From an optimization exercise on the open Yosys and OpenROAD flow, aimed at small area and a short achievable clock period; shortcuts taken in it are not production practice. At most, simulation tests tie the RTL to the original design; equivalence was not proved. Power figures rest on the tool's default switching activity, not on a simulated workload.

Setup of job 104:
==> module rf_write_decode, before the edit <==
module rf_write_decode (
  input  logic        we,
  input  logic [4:0]  waddr,
  output logic [3:0]  lo_n,
  output logic [7:0]  hi_n,
  output logic [31:1] wen
);
  always_comb begin
    for (int j = 0; j < 4; j++) lo_n[j] = !(we && (waddr[1:0] == 2'(j)));
    for (int j = 0; j < 8; j++) hi_n[j] = !(waddr[4:2] == 3'(j));
    for (int i = 1; i < 32; i++) begin
      wen[i] = !lo_n[i % 4] && !hi_n[i / 4];
    end
  end
endmodule
==> module rf_read_sel, before the edit <==
module rf_read_sel (
  input  logic w_lo_n, w_hi_n, lo, hi, valid,
  output logic y
);
  assign y = (w_lo_n | w_hi_n) & lo & hi & valid;
endmodule
==> module rf_read_decode, before the edit <==
module rf_read_decode (
  input  logic        reset_n,
  input  logic        we,
  input  logic [4:0]  waddr,
  input  logic [4:0]  raddr,
  input  logic [31:1] valid,
  input  logic [3:0]  w_lo_n,
  input  logic [7:0]  w_hi_n,
  output logic [31:0] sel
);
  logic [3:0] lo;
  logic [7:0] hi;
  always_comb begin
    for (int j = 0; j < 4; j++) lo[j] = (raddr[1:0] == 2'(j));
    for (int j = 0; j < 8; j++) hi[j] = (raddr[4:2] == 3'(j));
  end
  assign sel[0] = reset_n && we && (waddr == raddr) && (raddr != 5'd0);
  for (genvar i = 1; i < 32; i++) begin : g_sel
    rf_read_sel u_sel (
      .w_lo_n (w_lo_n[i % 4]),
      .w_hi_n (w_hi_n[i / 4]),
      .lo     (lo[i % 4]),
      .hi     (hi[i / 4]),
      .valid  (valid[i]),
      .y      (sel[i])
    );
  end
endmodule
==> module reg_file_32x32, before the edit <==
module reg_file_32x32
#(
  parameter int DATA_W = mips_pkg::REG_DATA_W,
  parameter int ADDR_W = mips_pkg::REG_ADDR_W
) (
  input  logic              clk,
  input  logic              reset_n,
  input  logic              we,
  input  logic [ADDR_W-1:0] waddr,
  input  logic [DATA_W-1:0] wdata,
  input  logic [ADDR_W-1:0] raddr1,
  input  logic [ADDR_W-1:0] raddr2,
  output logic [DATA_W-1:0] rdata1,
  output logic [DATA_W-1:0] rdata2
);
  mips_pkg::word_t rf [32];
  logic [31:1] wen;
  logic [3:0]  w_lo_n;
  logic [7:0]  w_hi_n;
  rf_write_decode u_wdec (
    .we    (we),
    .waddr (waddr),
    .lo_n  (w_lo_n),
    .hi_n  (w_hi_n),
    .wen   (wen)
  );
  logic [31:1] valid_q;
  always_ff @(posedge clk or negedge reset_n) begin
    if (!reset_n) begin
      valid_q <= '0;
    end else begin
      valid_q <= valid_q | wen;
    end
  end
  assign rf[0] = wdata;
  for (genvar r = 1; r < 32; r++) begin : g_reg
    reg_word #(.DATA_W(DATA_W)) u_reg_word (
      .clk (clk),
      .en  (wen[r]),
      .d   (wdata),
      .q   (rf[r])
    );
  end
  mips_pkg::reg_addr_t ra [2];
  mips_pkg::word_t     rd [2];
  assign ra[0] = raddr1;
  assign ra[1] = raddr2;
  for (genvar p = 0; p < 2; p++) begin : g_port
    logic [31:0] sel;
    rf_read_decode u_dec (
      .reset_n (reset_n),
      .we      (we),
      .waddr   (waddr),
      .raddr   (ra[p]),
      .valid   (valid_q),
      .w_lo_n  (w_lo_n),
      .w_hi_n  (w_hi_n),
      .sel     (sel)
    );
    for (genvar b = 0; b < DATA_W; b++) begin : g_bit
      logic [31:0] col;
      for (genvar r = 0; r < 32; r++) begin : g_col
        assign col[r] = rf[r][b];
      end
      rf_read_bit u_bit (
        .sel (sel),
        .d   (col),
        .q   (rd[p][b])
      );
    end
  end
  assign rdata1 = rd[0];
  assign rdata2 = rd[1];
endmodule
==> flow/config.mk <==
export PLATFORM = sky130hd
export DESIGN_NAME = reg_file_32x32
export DESIGN_NICKNAME = reg_file_32x32
export VERILOG_FILES = /design/flow/design.v
export SDC_FILE = /design/flow/constraint.sdc
export NUM_CORES = 4
export LEC_CHECK = 0
export CAP_MARGIN = 20
export CORE_MARGIN = 2
export CORE_UTILIZATION = 50
export CTS_BUF_LIST = sky130_fd_sc_hd__clkbuf_8
export SETUP_SLACK_MARGIN = 1.5
export SLEW_MARGIN = 20
export SYNTH_HIERARCHICAL = 1
==> flow/constraint.sdc <==
create_clock -name core_clock -period 5.5 [get_ports {clk}]
set_input_delay 1.1000 -clock core_clock [delete_from_list [all_inputs] [get_ports {clk}]]
set_output_delay 1.1000 -clock core_clock [all_outputs]
set_load 0.01 [all_outputs]
standard.sh (not shown) runs the stock make flow with config.mk's settings and CLKGATE_MAP_FILE= SYNTH_SCRIPT=/design/flow/synth_recipe.tcl, a recipe that flattens the netlist after the stock synthesis.
==> flow/flow/run.sh <==
#!/bin/bash
# Layout flow: the standard flow, run unchanged for synthesis, then with
# the port buffers given an explicit cell (instead of the resizer's pick of a
# delay cell) and sizing free to change a cell's footprint.
set -euo pipefail
bash standard.sh synth > synth.log 2>&1
bash standard.sh MATCH_CELL_FOOTPRINT=0 \
  "BUFFER_PORTS_ARGS=-buffer_cell sky130_fd_sc_hd__buf_2" \
  finish > layout.log 2>&1
[inputs] job 102 vs job 104
--- a/flow/design.v
+++ b/flow/design.v
@@ -48,21 +48,17 @@
   input  logic        we,
   input  logic [4:0]  waddr,
-  output logic [3:0]  lo_n,
-  output logic [7:0]  hi_n,
-  output logic [31:1] wen
+  output logic [31:1] wen,
+  output logic [31:1] wen_n
 );
+  logic [3:0] lo;
+  logic [7:0] hi;
   always_comb begin
-    for (int j = 0; j < 4; j++) lo_n[j] = !(we && (waddr[1:0] == 2'(j)));
-    for (int j = 0; j < 8; j++) hi_n[j] = !(waddr[4:2] == 3'(j));
+    for (int j = 0; j < 4; j++) lo[j] = we && (waddr[1:0] == 2'(j));
+    for (int j = 0; j < 8; j++) hi[j] = (waddr[4:2] == 3'(j));
     for (int i = 1; i < 32; i++) begin
-      wen[i] = !lo_n[i % 4] && !hi_n[i / 4];
+      wen[i]   = lo[i % 4] && hi[i / 4];
+      wen_n[i] = !(lo[i % 4] && hi[i / 4]);
     end
   end
-endmodule
-module rf_read_sel (
-  input  logic w_lo_n, w_hi_n, lo, hi, valid,
-  output logic y
-);
-  assign y = (w_lo_n | w_hi_n) & lo & hi & valid;
 endmodule
 module rf_read_decode (
@@ -72,6 +68,5 @@
   input  logic [4:0]  raddr,
   input  logic [31:1] valid,
-  input  logic [3:0]  w_lo_n,
-  input  logic [7:0]  w_hi_n,
+  input  logic [31:1] wen_n,
   output logic [31:0] sel
 );
@@ -79,17 +74,10 @@
   logic [7:0] hi;
   always_comb begin
+    sel[0] = reset_n && we && (waddr == raddr) && (raddr != 5'd0);
     for (int j = 0; j < 4; j++) lo[j] = (raddr[1:0] == 2'(j));
     for (int j = 0; j < 8; j++) hi[j] = (raddr[4:2] == 3'(j));
-  end
-  assign sel[0] = reset_n && we && (waddr == raddr) && (raddr != 5'd0);
-  for (genvar i = 1; i < 32; i++) begin : g_sel
-    rf_read_sel u_sel (
-      .w_lo_n (w_lo_n[i % 4]),
-      .w_hi_n (w_hi_n[i / 4]),
-      .lo     (lo[i % 4]),
-      .hi     (hi[i / 4]),
-      .valid  (valid[i]),
-      .y      (sel[i])
-    );
+    for (int i = 1; i < 32; i++) begin
+      sel[i] = lo[i % 4] && hi[i / 4] && valid[i] && wen_n[i];
+    end
   end
 endmodule
@@ -126,12 +114,10 @@
   mips_pkg::word_t rf [32];
   logic [31:1] wen;
-  logic [3:0]  w_lo_n;
-  logic [7:0]  w_hi_n;
+  logic [31:1] wen_n;
   rf_write_decode u_wdec (
     .we    (we),
     .waddr (waddr),
-    .lo_n  (w_lo_n),
-    .hi_n  (w_hi_n),
-    .wen   (wen)
+    .wen   (wen),
+    .wen_n (wen_n)
   );
   logic [31:1] valid_q;
@@ -164,6 +150,5 @@
       .raddr   (ra[p]),
       .valid   (valid_q),
-      .w_lo_n  (w_lo_n),
-      .w_hi_n  (w_hi_n),
+      .wen_n   (wen_n),
       .sel     (sel)
     );
## What came out
- Job 102: all stages complete, timing, DRC and antenna checks passed
- Looking at the reports, job 104 completed the entire flow and the layout it produced met the timing, design-rule and antenna checks.
- Vias: job 102 above job 104
- Re clock buffer instance count of the final layout: job 102 is about 1.8% up on job 104.
- Looking at worst setup slack, job 102 sits above job 104.
- Power spent charging and discharging nets, job 102 and job 104: larger value in job 102
- Side by side, non-clock buffering overhead in the final layout turned out higher in job 102 than in job 104.
- Job 102 -> job 104: pin count of the biggest net entering global routing delta 0, exact match
- As far as clock transition time at the flip-flop clock pins of the worst setup and hold paths is concerned, job 102 and job 104 perform about the same.
- Between job 102 and job 104, the non-filler instance count after layout is lower for job 104.
- Cmp job 102 and job 104 / mean instance size in the synthesized netlist / higher: job 104
- Going from job 104 to job 102, area growth from synthesis to layout grows by 2.2 points.
For job 104, only the layout was checked, not whether the RTL still works.

-- afterwards: timing with drivers on the ports --
How much do the figures lean on ideal ports? The routed layouts below were timed once more, with nothing changed but the port constraints. Step 1: set_driving_cell puts a clkbuf_16 on clk and a buf_2 on each other input, an assumption about the parent block. Step 2 times the ports against the registers' clock, not the clock port: input delays grow and output delays shrink by t, the midpoint of the rising clock arrivals with the driver on. a / b / c = ideal ports / drivers / drivers and shift; a / b = the first two.
| run | t, ns | slack for setup (ns) | pins driven straight from the clock port |
|---|---|---|---|
| job 104 | 0.898 | 1.084 / 0.984 / 0.984 | 1 |
| job 102 | 0.929 | 1.132 / 1.011 / 1.011 | 1 |
After both steps setup and hold are still met in every run listed. For job 102, which loses most, drivers alone change the setup slack by -0.121 ns; drivers and shift together by -0.121 ns.
